This is an optimization exercise on Yosys and OpenROAD, whose aim is small area and a short achievable clock period, not a production implementation.
In this exercise RTL edits were held to simulation tests only and were not proved equivalent to the original.
Power and IR drop assume default switching activity.

// fpu_ss_multi_scoreboard
module fpu_ss_multi_scoreboard #(
    parameter int NB_CORES     = 2,
    parameter int NUM_REGS     = 32,
    parameter int CNT_W        = 2,
    parameter int MAX_INFLIGHT = 8,
    parameter int IN_ORDER_WB  = 1,
    localparam int CORE_W      = (NB_CORES > 1) ? $clog2(NB_CORES) : 1,
    localparam int REG_W       = $clog2(NUM_REGS),
    localparam int INF_W       = $clog2(MAX_INFLIGHT + 1)
) (
    input  logic                clk_i,
    input  logic                rst_ni,
    input  logic                disp_valid_i,
    output logic                disp_ready_o,
    input  logic [CORE_W-1:0]   disp_core_i,
    input  logic [3*REG_W-1:0]  disp_rs_i,
    input  logic [2:0]          disp_rs_use_i,
    input  logic [REG_W-1:0]    disp_rd_i,
    input  logic                disp_rd_fp_i,
    input  logic                fpu_wb_valid_i,
    input  logic [CORE_W-1:0]   fpu_wb_core_i,
    input  logic [REG_W-1:0]    fpu_wb_rd_i,
    input  logic                lsu_wb_valid_i,
    input  logic [CORE_W-1:0]   lsu_wb_core_i,
    input  logic [REG_W-1:0]    lsu_wb_rd_i,
    output logic [5:0]          fwd_sel_o,
    output logic [INF_W-1:0]    inflight_o,
    output logic                err_o
);
    localparam int NS    = MAX_INFLIGHT;
    localparam int TAG_W = CORE_W + REG_W;
  ...
clock: 10.0 ns
lec_check: 0
cap_margin: 20
core_margin: 2
core_utilization: 60
cts_buf_list: sky130_fd_sc_hd__clkbuf_8
place_density: 0.75
setup_slack_margin: 4.25
slew_margin: 20
standard.sh (not shown) runs the stock make flow with config.mk's settings and CLKGATE_MAP_FILE= SYNTH_SCRIPT=/design/flow/synth_recipe.tcl, a recipe that flattens the netlist after the stock synthesis.
==> flow/flow/run.sh <==
#!/bin/bash
set -euo pipefail
bash standard.sh "BUFFER_PORTS_ARGS=-buffer_cell sky130_fd_sc_hd__buf_4" "SETUP_MOVE_SEQUENCE=sizeup,swap" finish > orfs_finish.log 2>&1
==> next run, changes <==
==> flow/flow/run.sh (replaced) <==
#!/bin/bash
# The standard layout, with the port buffers made as buf_4 cells instead of the
# resizer's default pick, so the ports do not start out behind slow delay cells.
set -euo pipefail
bash standard.sh "BUFFER_PORTS_ARGS=-buffer_cell sky130_fd_sc_hd__buf_4" ${EXTRA_VARS:-} finish > orfs_finish.log 2>&1
CTS_BUF_LIST = unset   (was sky130_fd_sc_hd__clkbuf_8)
SETUP_SLACK_MARGIN = 3.25   (was 4.25)
After rerunning:
- die area is unchanged
- final area went down by 4.3%
- worst setup slack is worse by 0.27 ns
- total power went up by 2.8%
- register-to-register slack is worse by 0.22 ns
- cell count stays flat
- utilization went down by 2.9 points
- first-iteration DRC count went down by 7.5%
==> next run, changes <==
CORE_UTILIZATION = 70   (was 60)
PLACE_DENSITY = 0.85   (was 0.75)
SETUP_SLACK_MARGIN = 4   (was 3.25)
The new run passed the timing, DRC and antenna checks.
Clock power went down by 15%.
Cell area went up by 5.5%.
Wire length goes up by 7.1%.
Cell count decreases by 0.42%.
Non-clock buffer count rose by 7.
Count of clock-buffer cells in the layout came out higher by 4.
Global-route usage went up by 6.2 points.
Combinational power goes up by 12%.
Die area decreases by 14%.
Worst setup slack improved by 0.33 ns.
Via count went up by 8.9%.
==> next run, changes <==
==> flow/flow/run.sh (replaced) <==
#!/bin/bash
# The standard layout, with the port buffers made as buf_2 cells instead of the
# resizer's default pick, so the ports do not start out behind slow delay cells.
set -euo pipefail
bash standard.sh "BUFFER_PORTS_ARGS=-buffer_cell sky130_fd_sc_hd__buf_2" ${EXTRA_VARS:-} finish > orfs_finish.log 2>&1
CORE_UTILIZATION = 60   (was 70)
CTS_BUF_LIST = sky130_fd_sc_hd__clkbuf_8   (was unset)
PLACE_DENSITY = 0.75   (was 0.85)
SETUP_SLACK_MARGIN = 3.75   (was 4)
What happened: Clock-buffer cell count fell by 5; sequential cell count stays the same; via count fell by 5.5%; sequential share of layout area rose by 1.4 points; area after synthesis stays the same; routed wire length fell by 2.5%; worst setup slack gets worse by 0.19 ns; final cell count rose by 0.96%; clock power fell by 18%; die area rose by 16%; power fell by 8.2%.

## re-timing with driven ports
The results above use ideal ports. As a check the final layouts listed here were re-extracted and re-timed, cells and wires unchanged. Step 1, drivers: a clkbuf_16 drives clk_i and a buf_2 each remaining input, both assumed. Step 2, shift: input delay + t, output delay - t, t = (earliest + latest rising clock arrival at the registers) / 2. This alone moves slack from input paths to output paths. Slacks: no drivers / after step 1 / after step 2; pairs: no drivers / after step 1.
run | shift t [ns] | slack for setup (ns) | latest minus earliest clock arrival (ns) | worst register clock-pin slew, ns
the first run | 0.407 | 3.947 / 3.894 / 3.894 | 0.013 / 0.013 | 0.08 / 0.08
the second run | 0.392 | 3.679 / 3.654 / 3.654 | 0.008 / 0.008 | 0.06 / 0.06
the third run | 0.402 | 4.008 / 3.908 / 3.908 | 0.021 / 0.021 | 0.10 / 0.10
the fourth run | 0.408 | 3.818 / 3.795 / 3.795 | 0.016 / 0.016 | 0.08 / 0.08
After both steps setup and hold are still met in every run listed. The setup slack of the third run, which loses most, moves by -0.100 ns with the drivers and by -0.100 ns with both steps.
